This is an optimization exercise on Yosys and OpenROAD, whose aim is small area, a short achievable clock period and few clock cycles per item, not a production implementation.
RTL that was checked went through simulation tests only; none was proved equivalent to the original.

==> inputs of build 85 <==
==> flow/design.v (excerpt) <==
module ssc (
    input  wire logic                        clk,
    input  wire logic                        reset,
    input  wire logic                        in_valid,
    output logic                             in_ready,
    input  wire logic [ssc_pkg::CARD_W-1:0]  card_num,
    input  wire logic [ssc_pkg::MONEY_W-1:0] input_money,
    input  wire logic [ssc_pkg::SLOT_W-1:0]  snack_num,
    input  wire logic [ssc_pkg::SLOT_W-1:0]  price,
    output logic                             out_valid,
    input  wire logic                        out_ready,
    output logic                             card_ok,
    output logic [ssc_pkg::MONEY_W-1:0]      out_change
);
make LEC_CHECK=0 CAP_MARGIN=20 CORE_MARGIN=2 CORE_UTILIZATION=40 SLEW_MARGIN=20 finish   # period 27.0 ns
run.sh (not shown) runs the stock make flow with config.mk's settings and CLKGATE_MAP_FILE= SYNTH_SCRIPT=/design/flow/synth_recipe.tcl, a recipe that flattens the netlist after the stock synthesis.
==> inputs of trial 28, as changes to build 85 <==
--- a/flow/design.v
+++ b/flow/design.v
@@ -208,58 +208,61 @@
     input  wire logic [ssc_pkg::SLOT_W-1:0]  price,
     output logic                             out_valid,
     input  wire logic                        out_ready,
     output logic                             card_ok,
     output logic [ssc_pkg::MONEY_W-1:0]      out_change
 );
     logic fire_in, fire_out;
     logic [2:0] pending;          
-    logic [2:0] pending_n;
+    logic       near_full, full;
     logic [2:0] vld;              
-    assign fire_in  = in_valid && in_ready;
-    assign fire_out = out_valid && out_ready;
-    assign pending_n = pending + 3'(fire_in) - 3'(fire_out);
+    assign fire_in   = in_valid && in_ready;
+    assign fire_out  = out_valid && out_ready;
+    assign near_full = pending == 3'(4);
+    assign full      = pending == 3'(5);
     always_ff @(posedge clk) begin
         if (reset) begin
             pending  <= '0;
             in_ready <= 1'b0;
             vld      <= '0;
         end else begin
-            pending  <= pending_n;
-            in_ready <= pending_n < 3'(5);
+            if (fire_in && !fire_out)      pending <= pending + 1'b1;
+            else if (!fire_in && fire_out) pending <= pending - 1'b1;
+            in_ready <= !(near_full || full) || (near_full && !(in_valid && !fire_out)) ||
+                        (full && fire_out);
             vld      <= {vld[1:0], fire_in};
         end
     end
     logic [9:0] q [4];
     logic [1:0] wp, rp;
     logic [2:0] qn;                
-    logic       push, to_out, q_to_out, q_push;
+    logic       push, to_out, take;
     logic [9:0] res;
-    assign res      = {r3_cok, res_3};
-    assign push     = vld[2];
-    assign to_out   = !out_valid || out_ready;
-    assign q_to_out = to_out && qn != '0;
-    assign q_push   = push && !(to_out && qn == '0);
+    assign res    = {r3_cok, res_3};
+    assign push   = vld[2];
+    assign to_out = !out_valid || out_ready;
+    assign take   = to_out && (qn != '0 || push);
     always_ff @(posedge clk) begin
         if (reset) begin
             out_valid <= 1'b0;
             wp        <= '0;
             rp        <= '0;
             qn        <= '0;
         end else begin
-            if (to_out) out_valid <= push || qn != 0;
-            if (q_push)   wp <= wp + 1'b1;
-            if (q_to_out) rp <= rp + 1'b1;
-            qn <= qn + 3'(q_push) - 3'(q_to_out);
+            if (to_out) out_valid <= qn != '0 || push;
+            if (push) wp <= wp + 1'b1;
+            if (take) rp <= rp + 1'b1;
+            if (push && !take)      qn <= qn + 1'b1;
+            else if (!push && take) qn <= qn - 1'b1;
         end
     end
     always_ff @(posedge clk) begin
-        if (q_push) q[wp] <= res;
-        if (to_out) {card_ok, out_change} <= (qn != 0) ? q[rp] : res;
+        if (push) q[wp] <= res;
+        if (to_out) {card_ok, out_change} <= (qn != '0) ? q[rp] : res;
     end
     logic [63:0] r1_card;
     logic [8:0] r1_money;
     logic [3:0] r1_q0;
     logic [3:0] r1_p0;
     logic [3:0] r1_q1;
     logic [3:0] r1_p1;
     logic [3:0] r1_q2;
- CORE_UTILIZATION: 40 -> 65
- SLEW_MARGIN: 20 -> 60
==> comparison table <==
|  | trial 28 | build 85 |
|---|---|---|
| Clock buffer count in the final layout | 53 | 45 |
| Critical Path Sink | r2_v6[1]$_DFF_P_ | r2_v1[3]$_DFF_P_ |
| Initial core utilization | 66.1% | 40.6% |
| Core occupancy in the finished layout | 75.6% | 47.0% |
| Worst reg-to-reg setup slack | 18.01 ns | 18.18 ns |
| Non-Clock Buffer Count | 164 | 159 |
| First-pass GRT wire length | 92.1 mm | 84.7 mm |
| Area after detailed placement | 24800 µm² | 24600 µm² |
| Initial DRC count | 1367 | 1015 |
| Yosys top cell area share | 25.2% | 25.8% |
| Worst path depth | 27 | 25 |
| Timing startpoint of the critical path | r1_q4[0]$_DFF_P_ | r1_q3[1]$_DFF_P_ |
| Pin count of the biggest net entering global routing | 25 | 33 |
| Share of cell area taken by multi-input logic gates | 56.1% | 53.9% |
| Result of the run | finished clean | finished clean |
| Met1 layer wirelength in the final routing | 24.5 mm | 23.8 mm |
| Final clock period utilization by the worst path | 33.3% | 32.7% |
| Core Footprint | 34600 µm² | 55200 µm² |
| Antenna violations before repair | 0 | 2 |
| Share of final layout cell area taken by non-clock buffers | 6.18% | 6.06% |
Function was not checked in any run of this note: the RTL went through the layout flow alone.


==> willow <==
Another version of the RTL of ssc (not shown whole).
==> module ge8, before the edit <==
module ge8 (
    input  wire logic [7:0] a,
    input  wire logic [7:0] b,
    output logic            ge
);
    always_comb begin
        logic c;
        c = 1'b1;
        for (int i = 0; i < 8; i++)
            c = (a[i] & ~b[i]) | (a[i] & c) | (~b[i] & c);
        ge = c;
    end
endmodule
Settings: LEC_CHECK=0, ABC_AREA=1, CAP_MARGIN=20, CELL_PAD_IN_SITES_DETAIL_PLACEMENT=1, CELL_PAD_IN_SITES_GLOBAL_PLACEMENT=2, CORE_MARGIN=2, CORE_UTILIZATION=45, CTS_BUF_LIST=sky130_fd_sc_hd__clkbuf_16, CTS_CLUSTER_DIAMETER=100, CTS_CLUSTER_SIZE=20, SLEW_MARGIN=60; clock period 27.0 ns.
standard.sh (not shown) runs the stock make flow with config.mk's settings and CLKGATE_MAP_FILE= SYNTH_SCRIPT=/design/flow/synth_recipe.tcl, a recipe that flattens the netlist after the stock synthesis.
==> flow/flow/run.sh <==
#!/bin/bash
# the standard layout, with two changes: the ports are buffered by plain
# buf_1 cells instead of the delay buffers buffer_ports picks on its own, and
# synthesis leaves the adders to abc instead of mapping them to full-adder
# cells first.  make's full output goes to flow_make.log in the work folder
set -euo pipefail
bash standard.sh "BUFFER_PORTS_ARGS=-buffer_cell sky130_fd_sc_hd__buf_1" "ADDER_MAP_FILE=" finish > flow_make.log 2>&1
==> indigo (differences from willow) <==
--- a/flow/design.v
+++ b/flow/design.v
@@ -208,12 +208,21 @@
     input  wire logic [7:0] b,
     output logic            ge
 );
+    logic [7:0] g1, l1;
+    logic [3:0] g2, l2;
+    logic [1:0] g3, l3;
     always_comb begin
-        logic c;
-        c = 1'b1;
-        for (int i = 0; i < 8; i++)
-            c = (a[i] & ~b[i]) | (a[i] & c) | (~b[i] & c);
-        ge = c;
+        g1 = a & ~b;
+        l1 = ~a & b;
+        for (int i = 0; i < 4; i++) begin
+            g2[i] = g1[2*i+1] | (~l1[2*i+1] & g1[2*i]);
+            l2[i] = l1[2*i+1] | (~g1[2*i+1] & l1[2*i]);
+        end
+        for (int i = 0; i < 2; i++) begin
+            g3[i] = g2[2*i+1] | (~l2[2*i+1] & g2[2*i]);
+            l3[i] = l2[2*i+1] | (~g2[2*i+1] & l2[2*i]);
+        end
+        ge = !(l3[1] | (~g3[1] & l3[0]));
     end
 endmodule
 module ce8 (
==> notes <==
Sequential share of layout area: indigo is higher than willow (0.74 points). Flip-flop and latch count is the same in indigo and willow. Between indigo and willow, the lower hold slack is in indigo (gap 4.8 ps). In willow the clock skew is higher than in indigo, by 6.9 ps. Against willow, the non-clock buffer count of indigo is lower by 12.
==> figures <==
Result of the run: willow complete, no violations; indigo complete, no violations
Final Skew: willow 25.0 ps; indigo 18.0 ps
Register Area: willow 5230 um2; indigo 5230 um2
Syn_area_per_cell: willow 5.79 um2; indigo 5.92 um2
First-pass GRT wire length: willow 149000 um; indigo 144000 um
Via Count: willow 27500; indigo 26700
Crit path to: willow r2_v0[6]; indigo out_change[5]
Sequential element share of the synthesized area: willow 22.9%; indigo 23.9%
Final-layout fill cell count: willow 7234; indigo 6832
Clock-pin slew reported for the worst setup and hold paths after clock tree synthesis: willow 80 ps; indigo 100 ps
Worst endpoint data arrival time: willow 6970 ps; indigo 1050 ps
Testbench counts of willow, summed over its fixed seeds: cycles 2,072, items 2,048.
Testbench counts of indigo, summed over its fixed seeds: cycles 2,072, items 2,048.


==> cedar <==
Another version of the RTL of ssc (not shown whole).
make LEC_CHECK=0 CAP_MARGIN=40 CORE_MARGIN=2 CORE_UTILIZATION=75 SLEW_MARGIN=60 finish   # period 27.0 ns
run.sh (not shown) runs the stock make flow with config.mk's settings and CLKGATE_MAP_FILE= SYNTH_SCRIPT=/design/flow/synth_recipe.tcl, a recipe that flattens the netlist after the stock synthesis.
Stock flow here: none of the scripts above is used.
==> inputs of juniper, as changes to cedar <==
==> flow/flow/run.sh (new file) <==
#!/bin/bash
# the standard layout, with the ports buffered by plain buf_1 cells instead
# of the delay buffers buffer_ports picks on its own; make's full output goes
# to flow_make.log in the work folder
set -euo pipefail
bash standard.sh "BUFFER_PORTS_ARGS=-buffer_cell sky130_fd_sc_hd__buf_1" finish > flow_make.log 2>&1
==> flow/standard.sh (new file) <==
#!/bin/bash
# synth_recipe.tcl (not shown) runs the flow's synth.tcl, then flattens the netlist and writes it again
# the make line also repeats each setting of config.mk as NAME=value (left out here)
make -C /OpenROAD-flow-scripts/flow DESIGN_CONFIG=/design/flow/config.mk WORK_HOME=/design/flow/orfs CLKGATE_MAP_FILE= SYNTH_SCRIPT=/design/flow/synth_recipe.tcl "${@:-finish}"
--- a/flow/config.mk
+++ b/flow/config.mk
@@ -6,6 +6,6 @@
 export NUM_CORES = 4
 export LEC_CHECK = 0
-export CAP_MARGIN = 40
+export CAP_MARGIN = 20
 export CORE_MARGIN = 2
-export CORE_UTILIZATION = 75
+export CORE_UTILIZATION = 65
 export SLEW_MARGIN = 60
removed: flow/run.sh
==> inputs of ember, as changes to cedar <==
--- a/flow/config.mk
+++ b/flow/config.mk
@@ -6,6 +6,6 @@
 export NUM_CORES = 4
 export LEC_CHECK = 0
-export CAP_MARGIN = 40
+export CAP_MARGIN = 20
 export CORE_MARGIN = 2
-export CORE_UTILIZATION = 75
+export CORE_UTILIZATION = 65
 export SLEW_MARGIN = 60
==> comparison table <==
item	juniper	ember	cedar
Routed metal-1 wirelength	25100 um	25900 um	26200 um
Clock-cell share	4.34%	4.54%	4.32%
Worst max-slew margin expressed relative to the limit	60.0%	56.3%	45.7%
Die extent in x	192 um	192 um	179 um
Actual transition at the worst max-transition pin	584 ps	656 ps	812 ps
Data required time at the worst endpoint	27460 ps	27450 ps	27280 ps
Bufs w/o clock	169	171	168
Largest stage delay on the critical path	500 ps	550 ps	650 ps
Register share of the cell area	26.9%	25.8%	25.9%
Post-detailed-routing wire length	57400 um	60100 um	72900 um
# nets final	3053	3055	3052
Result of the run	complete, no violations	complete, no violations	complete, no violations
Initial antenna violation count	1	0	1
RR Startpoint	r2_v2[1]	r2_v2[0]	r3_r[0]
Cell with the most instances on the worst path	sky130_fd_sc_hd__a21oi_1	sky130_fd_sc_hd__a21oi_1	sky130_fd_sc_hd__ha_1
Final clock skew	32.8 ps	14.6 ps	26.9 ps
Area occupied by multi-input gates	0.0151 sq mm	0.0151 sq mm	0.0152 sq mm
Hold_sp	r1_money[4]	r1_money[1]	r1_money[4]
Testbench counts of cedar, summed over its fixed seeds: cycles 2,080, items 2,048.
Testbench counts of juniper, summed over its fixed seeds: cycles 2,080, items 2,048.
Testbench counts of ember, summed over its fixed seeds: cycles 2,080, items 2,048.

==> port drivers added, routing unchanged <==
How much do the figures lean on ideal ports? The routed layouts below were timed once more, with nothing changed but the port constraints. Step 1 assumes that a clkbuf_16 drives the clock port and a buf_2 every other input. Step 2 moves the port delays by t, midway between the first and last clock arrival at a register: inputs arrive t later, outputs are due t later. That takes back most of the time a late clock gives input paths. a / b / c = no drivers / after step 1 / after step 2; a / b = the first two.
run | t, ns | setup WS [ns] | hold WS [ns] | latest minus earliest clock arrival (ns)
build 85 | 0.611 | 18.176 / 18.176 / 18.176 | 0.325 / 0.325 / 0.325 | 0.026 / 0.027
trial 28 | 0.611 | 18.010 / 18.010 / 18.010 | 0.326 / 0.326 / 0.326 | 0.019 / 0.019
willow | 0.586 | 20.392 / 20.392 / 20.133 | 0.331 / 0.331 / 0.331 | 0.030 / 0.030
indigo | 0.577 | 20.550 / 20.488 / 20.129 | 0.326 / 0.326 / 0.326 | 0.019 / 0.019
cedar | 0.560 | 18.844 / 18.844 / 18.844 | 0.326 / 0.326 / 0.326 | 0.027 / 0.028
juniper | 0.563 | 19.146 / 19.146 / 19.146 | 0.327 / 0.327 / 0.327 | 0.032 / 0.032
ember | 0.569 | 19.020 / 19.020 / 19.020 | 0.325 / 0.325 / 0.325 | 0.016 / 0.016
After both steps every run listed still meets setup and hold. For indigo, which loses most, drivers alone change the setup slack by -0.062 ns; drivers and shift together by -0.421 ns.
